Background: an optimization exercise with open tools, aiming at small area, a short achievable clock period and few clock cycles per item. Do not read the settings as production practice. Only simulation tests tie the RTL to the original design; equivalence was not proved.

===== run.sh =====
#!/bin/bash
# synth_recipe.tcl (not shown) runs the flow's synth.tcl, then flattens the netlist and writes it again
# the make line also repeats each setting of config.mk as NAME=value (left out here)
make -C /OpenROAD-flow-scripts/flow DESIGN_CONFIG=/design/flow/config.mk WORK_HOME=/design/flow/orfs CLKGATE_MAP_FILE= SYNTH_SCRIPT=/design/flow/synth_recipe.tcl finish

===== design.v =====
package alu_pkg;
  localparam int unsigned DATA_W = 32;
  localparam int unsigned OP_W   = 4;
  localparam int unsigned SH_W   = 5;
  localparam logic [OP_W-1:0] OP_LRS  = 4'b0000;
  localparam logic [OP_W-1:0] OP_LLS  = 4'b0001;
  localparam logic [OP_W-1:0] OP_ARS  = 4'b0010;
  localparam logic [OP_W-1:0] OP_ALS  = 4'b0011;
  localparam logic [OP_W-1:0] OP_ADD  = 4'b0100;
  localparam logic [OP_W-1:0] OP_SUB  = 4'b0101;
  localparam logic [OP_W-1:0] OP_MUL  = 4'b0110;
  localparam logic [OP_W-1:0] OP_AND  = 4'b1000;
  localparam logic [OP_W-1:0] OP_OR   = 4'b1001;
  localparam logic [OP_W-1:0] OP_NOR  = 4'b1010;
  localparam logic [OP_W-1:0] OP_NAND = 4'b1011;
  localparam logic [OP_W-1:0] OP_XOR  = 4'b1100;
  localparam logic [15:0] OVF_OP_MASK   = 16'h007F;
  localparam logic [15:0] LEGAL_OP_MASK = 16'h1F7F;
  typedef enum logic [1:0] {
    ST_IDLE = 2'd0,
    ST_EXEC = 2'd1,
    ST_RESP = 2'd2
  } state_t;
  typedef struct packed {
    logic [DATA_W-1:0] op1;
    logic [DATA_W-1:0] op2;
    logic [OP_W-1:0]   alu_op;
  } alu_req_t;
endpackage
import alu_pkg::*;
module alu_arbiter_alu
(
  input  logic [DATA_W-1:0] op1,
  input  logic [DATA_W-1:0] op2,
  input  logic [OP_W-1:0]   alu_op,
  output logic [DATA_W-1:0] result_c,
  output logic              zero_c,
  output logic              ovf_c
);
  logic [SH_W-1:0]     sh;
  logic [DATA_W-1:0]   sum;
  logic [DATA_W-1:0]   diff;
  logic [2*DATA_W-1:0] prod;
  logic [2*DATA_W-1:0] wide;
  always_comb begin
    sh       = op2[SH_W-1:0];
    sum      = op1 + op2;
    diff     = op1 - op2;
    prod     = $signed({{DATA_W{op1[DATA_W-1]}}, op1}) * $signed({{DATA_W{op2[DATA_W-1]}}, op2});
    wide     = {{DATA_W{1'b0}}, op1} << sh;
    result_c = '0;
    ovf_c    = 1'b0;
    case (alu_op)
      OP_AND:  result_c = op1 & op2;
      OP_OR:   result_c = op1 | op2;
      OP_NOR:  result_c = ~(op1 | op2);
      OP_NAND: result_c = ~(op1 & op2);
      OP_XOR:  result_c = op1 ^ op2;
      OP_ADD: begin
        result_c = sum;
        ovf_c    = (op1[DATA_W-1] == op2[DATA_W-1]) && (sum[DATA_W-1] != op1[DATA_W-1]);
      end
      OP_SUB: begin
        result_c = diff;
        ovf_c    = (op1[DATA_W-1] != op2[DATA_W-1]) && (diff[DATA_W-1] != op1[DATA_W-1]);
      end
      OP_MUL: begin
        result_c = prod[DATA_W-1:0];
        ovf_c    = !((&prod[2*DATA_W-1:DATA_W-1]) || !(|prod[2*DATA_W-1:DATA_W-1]));
      end
      OP_LRS:  result_c = op1 >> sh;
      OP_ARS:  result_c = DATA_W'($signed(op1) >>> sh);
      OP_LLS: begin
        result_c = wide[DATA_W-1:0];
        ovf_c    = |wide[2*DATA_W-1:DATA_W];
      end
      OP_ALS: begin
        result_c = wide[DATA_W-1:0];
        ovf_c    = (DATA_W'($signed(wide[DATA_W-1:0]) >>> sh) != op1);
      end
      default: result_c = '0;
    endcase
    zero_c = (result_c == '0);
  end
endmodule
import alu_pkg::*;
module alu_arbiter
#(
  parameter int unsigned RR_INIT = 0
) (
  input  logic              clk,
  input  logic              resetn,
  input  logic              req0_valid,
  output logic              req0_ready,
  input  logic [DATA_W-1:0] req0_op1,
  input  logic [DATA_W-1:0] req0_op2,
  input  logic [OP_W-1:0]   req0_alu_op,
  input  logic              req1_valid,
  output logic              req1_ready,
  input  logic [DATA_W-1:0] req1_op1,
  input  logic [DATA_W-1:0] req1_op2,
  input  logic [OP_W-1:0]   req1_alu_op,
  output logic              rsp0_valid,
  input  logic              rsp0_ready,
  output logic              rsp1_valid,
  input  logic              rsp1_ready,
  output logic [DATA_W-1:0] rsp_result,
  output logic              rsp_zero,
  output logic              rsp_ovf,
  output logic              rsp_err,
  output logic              busy
);
  alu_pkg::state_t   state;
  alu_pkg::alu_req_t req_q;
  logic              gid;
  logic              last;
  logic              grant_c;
  logic              idle_c;
  logic              hs_c;
  logic              legal_c;
  alu_pkg::alu_req_t req_sel_c;
  logic [DATA_W-1:0] alu_result_c;
  logic              alu_zero_c;
  logic              alu_ovf_c;
  always_comb begin
    grant_c    = (req0_valid && req1_valid) ? ~last : req1_valid;
    idle_c     = resetn && (state == ST_IDLE);
    req0_ready = idle_c && req0_valid && !grant_c;
    req1_ready = idle_c && req1_valid && grant_c;
    hs_c       = req0_ready || req1_ready;
    req_sel_c  = grant_c ? {req1_op1, req1_op2, req1_alu_op}
                         : {req0_op1, req0_op2, req0_alu_op};
    legal_c    = alu_pkg::LEGAL_OP_MASK[req_q.alu_op];
  end
  alu_arbiter_alu u_alu (
    .op1      (req_q.op1),
    .op2      (req_q.op2),
    .alu_op   (req_q.alu_op),
    .result_c (alu_result_c),
    .zero_c   (alu_zero_c),
    .ovf_c    (alu_ovf_c)
  );
  always_ff @(posedge clk or negedge resetn) begin
    if (!resetn) begin
      state      <= ST_IDLE;
      req_q      <= '0;
      gid        <= 1'b0;
      last       <= (RR_INIT == 0) ? 1'b1 : 1'b0;
      rsp0_valid <= 1'b0;
      rsp1_valid <= 1'b0;
      rsp_result <= '0;
      rsp_zero   <= 1'b0;
      rsp_ovf    <= 1'b0;
      rsp_err    <= 1'b0;
    end else begin
      case (state)
        ST_IDLE: begin
          if (hs_c) begin
            req_q <= req_sel_c;
            gid   <= grant_c;
            state <= ST_EXEC;
          end
        end
        ST_EXEC: begin
          rsp_result <= legal_c ? alu_result_c : '0;
          rsp_zero   <= legal_c ? alu_zero_c : 1'b1;
          rsp_ovf    <= alu_ovf_c && alu_pkg::OVF_OP_MASK[req_q.alu_op];
          rsp_err    <= !legal_c;
          rsp0_valid <= !gid;
          rsp1_valid <= gid;
          state      <= ST_RESP;
        end
        ST_RESP: begin
          if ((rsp0_valid && rsp0_ready) || (rsp1_valid && rsp1_ready)) begin
            rsp0_valid <= 1'b0;
            rsp1_valid <= 1'b0;
            last       <= gid;
            state      <= ST_IDLE;
          end
        end
        default: state <= ST_IDLE;
      endcase
    end
  end
  assign busy = (state != ST_IDLE);
endmodule

===== config.mk =====
export PLATFORM = sky130hd
export DESIGN_NAME = alu_arbiter
export DESIGN_NICKNAME = alu_arbiter
export VERILOG_FILES = /design/flow/design.v
export SDC_FILE = /design/flow/constraint.sdc
export NUM_CORES = 4
export LEC_CHECK = 0
export CAP_MARGIN = 20
export CORE_MARGIN = 2
export CORE_UTILIZATION = 55
export SETUP_SLACK_MARGIN = 0.2
export SLEW_MARGIN = 20

===== constraint.sdc =====
create_clock -name core_clock -period 11.5 [get_ports {clk}]
set_input_delay 2.3000 -clock core_clock [delete_from_list [all_inputs] [get_ports {clk}]]
set_output_delay 2.3000 -clock core_clock [all_outputs]
set_load 0.01 [all_outputs]

==> run notes <==
==> synth_stat cells (all sizes together) (22+ instances only) <==
library cell / n / area share
o211ai: 70 / 0.010
o31ai: 24 / 0.0034
a21o: 40 / 0.0057
and3: 23 / 0.0027
fa: 1084 / 0.41
o21bai: 22 / 0.0031
a22oi: 27 / 0.0038
mux2i: 167 / 0.032
nand3: 82 / 0.0078
clkbuf: 296 / 0.021
o22ai: 29 / 0.0034
a221oi: 43 / 0.0071
a211oi: 37 / 0.0054
inv: 816 / 0.058
dfrtp: 108 / 0.051
nor2: 683 / 0.049
o21ai: 206 / 0.020
mux2: 36 / 0.0077
a31oi: 40 / 0.0047
a21oi: 293 / 0.028
and2: 26 / 0.0031
nand2b: 30 / 0.0036
buf: 160 / 0.014
a2111oi: 22 / 0.0038
mux4: 68 / 0.030
nand2: 837 / 0.060
nand4: 35 / 0.0042
xnor2: 71 / 0.012
ha: 281 / 0.067
nor4: 22 / 0.0026
nor2b: 22 / 0.0026
nor3: 69 / 0.0065
==> critical path, delay by kind of cell (launching register included) <==
family / cells / cell delay (ps)
buffers and inverters: 3 / 960
AND/OR/NAND/NOR: 7 / 2670
XOR/XNOR: 1 / 280
flip-flops: 1 / 370
AO/OA/AOI/OAI: 6 / 1760
adder cells (fa/ha/maj): 9 / 4610
==> timing repair <==
action	CTS	global route
setup endpoints to repair	0	1
setup buffers	0	0
gates resized for setup	0	6
==> layer usage <==
layer,vias to the layer above,routed length (um),global-route usage
met5,-,40,0
met4,6,25400,0.388
met3,1192,32000,0.167
met2,3954,99500,0.704
met1,24700,79500,0.588
li1,19900,-,-
==> metrics by stage <==
stage                     setup slack [ps]  hold slack [ps]
final                                  770              483
after global routing                   408              502
after CTS                              631              485
after detailed placement               638              463
after global placement                 750              461
after floorplan                        718              466
==> final cells by class <==
cell class / count / area [um2] / share of cell area
tap: 1265 / 1580 / 0.0282
clock buffer: 9 / 225 / 0.00402
clock inverter: 7 / 88.8 / 0.00158
inverter: 836 / 3150 / 0.0561
timing repair buffer: 353 / 3150 / 0.0561
sequential: 109 / 2760 / 0.0491
timing repair inverter: 2 / 15.0 / 0.000268
multi-input combinational: 4726 / 45100 / 0.804
antenna: 5 / 12.5 / 0.000223
==> how the worst min path moves through the flow <==
| stage | from | end | slack [ps] | cells past startpoint |
|---|---|---|---|---|
| floorplan | gid | gid | 470 | 1 |
| global placement | rsp_result[5] | rsp_result[5] | 460 | 2 |
| detailed placement | rsp_err | rsp_err | 460 | 2 |
| CTS | rsp_err | rsp_err | 480 | 2 |
| global route | rsp_err | rsp_err | 500 | 2 |
| finish | rsp_err | rsp_err | 480 | 2 |
==> cell families after synthesis <==
logic type	Yosys count	synth area share
and+or+nand+nor	1904	0.152
adders and majority gates	1366	0.478
buffers and inverters	1292	0.0949
AOI/OAI and AO/OA	1093	0.139
muxes	271	0.0689
DFF	109	0.0517
xor gates and xnor gates	92	0.0153
==> run notes <==
The overall global routing resource usage came out at 0.485. The number of top-level pins came out at 182. The run finished with no timing, DRC or antenna violations. The via count of the first global-routing pass is 50,100.

The number of nets in the finished design came out at 7,544. The core region area is 0.0950 mm2. The most used flip-flop cell after synthesis is dfrtp_1. The post-detailed-placement half-perimeter wirelength is 184,000 um. STA classifies the critical path endpoint as a register. The required time of the critical path is 11,850 ps.

Of all flip-flops after synthesis, the portion carrying an async set or reset was 1.00. In the layout the commonest cells are fa_1, nand2_1, inv_1.

The register with the most flip-flops in the layout has 68 of them. The area overhead of the layout relative to synthesis came out at 6.26%. The synthesized net count is 7,634. In the final routed layout, each cell accounts on average for 32.3 um.

In this run the mean area of a mapped cell was 8.61 um2. The slack of the worst reg-to-reg path came out at 770 ps. The summed negative setup slack over all endpoints is 0 ps. In this run the worst setup path terminates at rsp_ovf.

The starting density of the core is 0.555. The critical-path maximum fanout came out at 39. The initial antenna violation count came out at 9. The count of input and output buffers is 181. The congestion estimate from routability-driven global placement came to 1.09. The global-route wire length before repair came out at 344,000 um. The peak clock frequency supported by timing came out at 93.2 MHz. The floorplan row count is 113. The clock arrives with 44.5 ps of skew.

The number of H-tree branching levels came out at 3. TritonCTS built the clock tree. The number of distinct library cells after synthesis is 99. The count of nets left with antenna violations once routing finished came out at 0. The number of hold-slack violations in the final timing report was 0.

The nature of the critical path startpoint is a register. The setup path with the least slack is of type register to register. The total count of max-transition violations in the final report is 0. The vertical extent of the die came out at 314 um.

The library cell used most frequently in the layout, excluding fill and tap cells, is fa_1. The fraction of layout instances using a drive strength above 1 came out at 0.0602. The post-layout instance area came out at 0.0561 mm2. The average via count per standard cell is 6.81. The cell count after synthesis came out at 6,127.

On the worst path, the slowest cell contributes a delay of 750 ps. Fill cells in the final layout number 8,649. The max-slew headroom at the worst pin came out at 0.190. The number of max-capacitance violations reported came out at 0. After clock tree synthesis, the flow added hold-fix buffers numbering 0.

The transition at the pin with the smallest max-transition slack came out at 1210 ps.

Entering global routing, the biggest net connects 132 pins. For this design, the slowest cell found on the critical path is a2111oi_1. The post-route clock period utilization came out at 0.933. The die covers 0.0984 mm2. The largest registers in the layout are req_q: 68 flops, rsp_result: 32 flops, state: 2 flops. The total number of vias is 49,800.

In this run the worst hold path is classified as register to register. For the worst flop-to-flop path, the logic depth is 26. The later pin in the worst-skew pair is clocked with a latency of 450 ps.

In this run the critical register-to-register path is captured at rsp_ovf. The overall routed net length came out at 236,000 um. Tracing the worst setup path back leads to its startpoint at req_q[51]. The number of buffers between clock root and the deepest sink is 2. The Yosys step of the flow raised 2 warnings. At the end of the flow the core is filled with cells to 0.590. The register with the highest flop count is req_q. TritonCTS created 9 clock buffers. The worst register-to-register path begins at req_q[51]. STA puts the critical path data arrival time at 11,080 ps. The clock root buffer master is clkbuf_16.

The number of register bits inferred by synthesis came out at 109. The count of final setup violators came out at 0. The remaining global-route overflow is 0. Before antenna repair, the detailed router went through 13 iterations. The number of DRC markers in iteration 0 is 7,086. The number of standard cells in the layout, taps in and fillers out came out at 7,312. The DRC violation count after routing came out at 0.

The clock period minus final worst setup slack is 10,730 ps. Of the synthesized area, sequential elements account for 0.0517. Setup repair after global routing left no endpoint under its margin. The total placed instance area is 0.0557 mm2.

The clock slew seen by the registers of the worst setup and hold paths is 120 ps. The number of placed cells counting well taps came out at 7,288.

The horizontal die dimension came out at 314 um. The cell that appears most often on the critical path is fa_1. For this design, the sink count on the clock tree is 109. The post-synth design cell area came out at 0.0528 mm2. The count of flip-flops with a built-in enable after synthesis is 0.
Testbench counts, summed over its fixed seeds: cycles 9,600, items 3,200.

afterwards: timing with drivers on the ports:
The results above use ideal ports. As a check the final layout listed here was re-extracted and re-timed, cells and wires unchanged.
Step 1 assumes that a clkbuf_16 drives the clock port and a buf_2 every other input.
Step 2 times the ports against the registers' clock, not the clock port: input delays grow and output delays shrink by t, the midpoint of the rising clock arrivals with the driver on.
Three values: no drivers, after step 1, after step 2; two values: the first two.
shift t [ns]: 0.499
setup slack, ns: 0.770 / 0.770 / 0.770
worst setup path after step 2: register to register
latest minus earliest clock arrival (ns): 0.045 / 0.045
cell pins on the clock port's net: 1
After both steps setup and hold are still met in this run. The setup slack of this run moves by 0.000 ns with the drivers and by 0.000 ns with both steps.
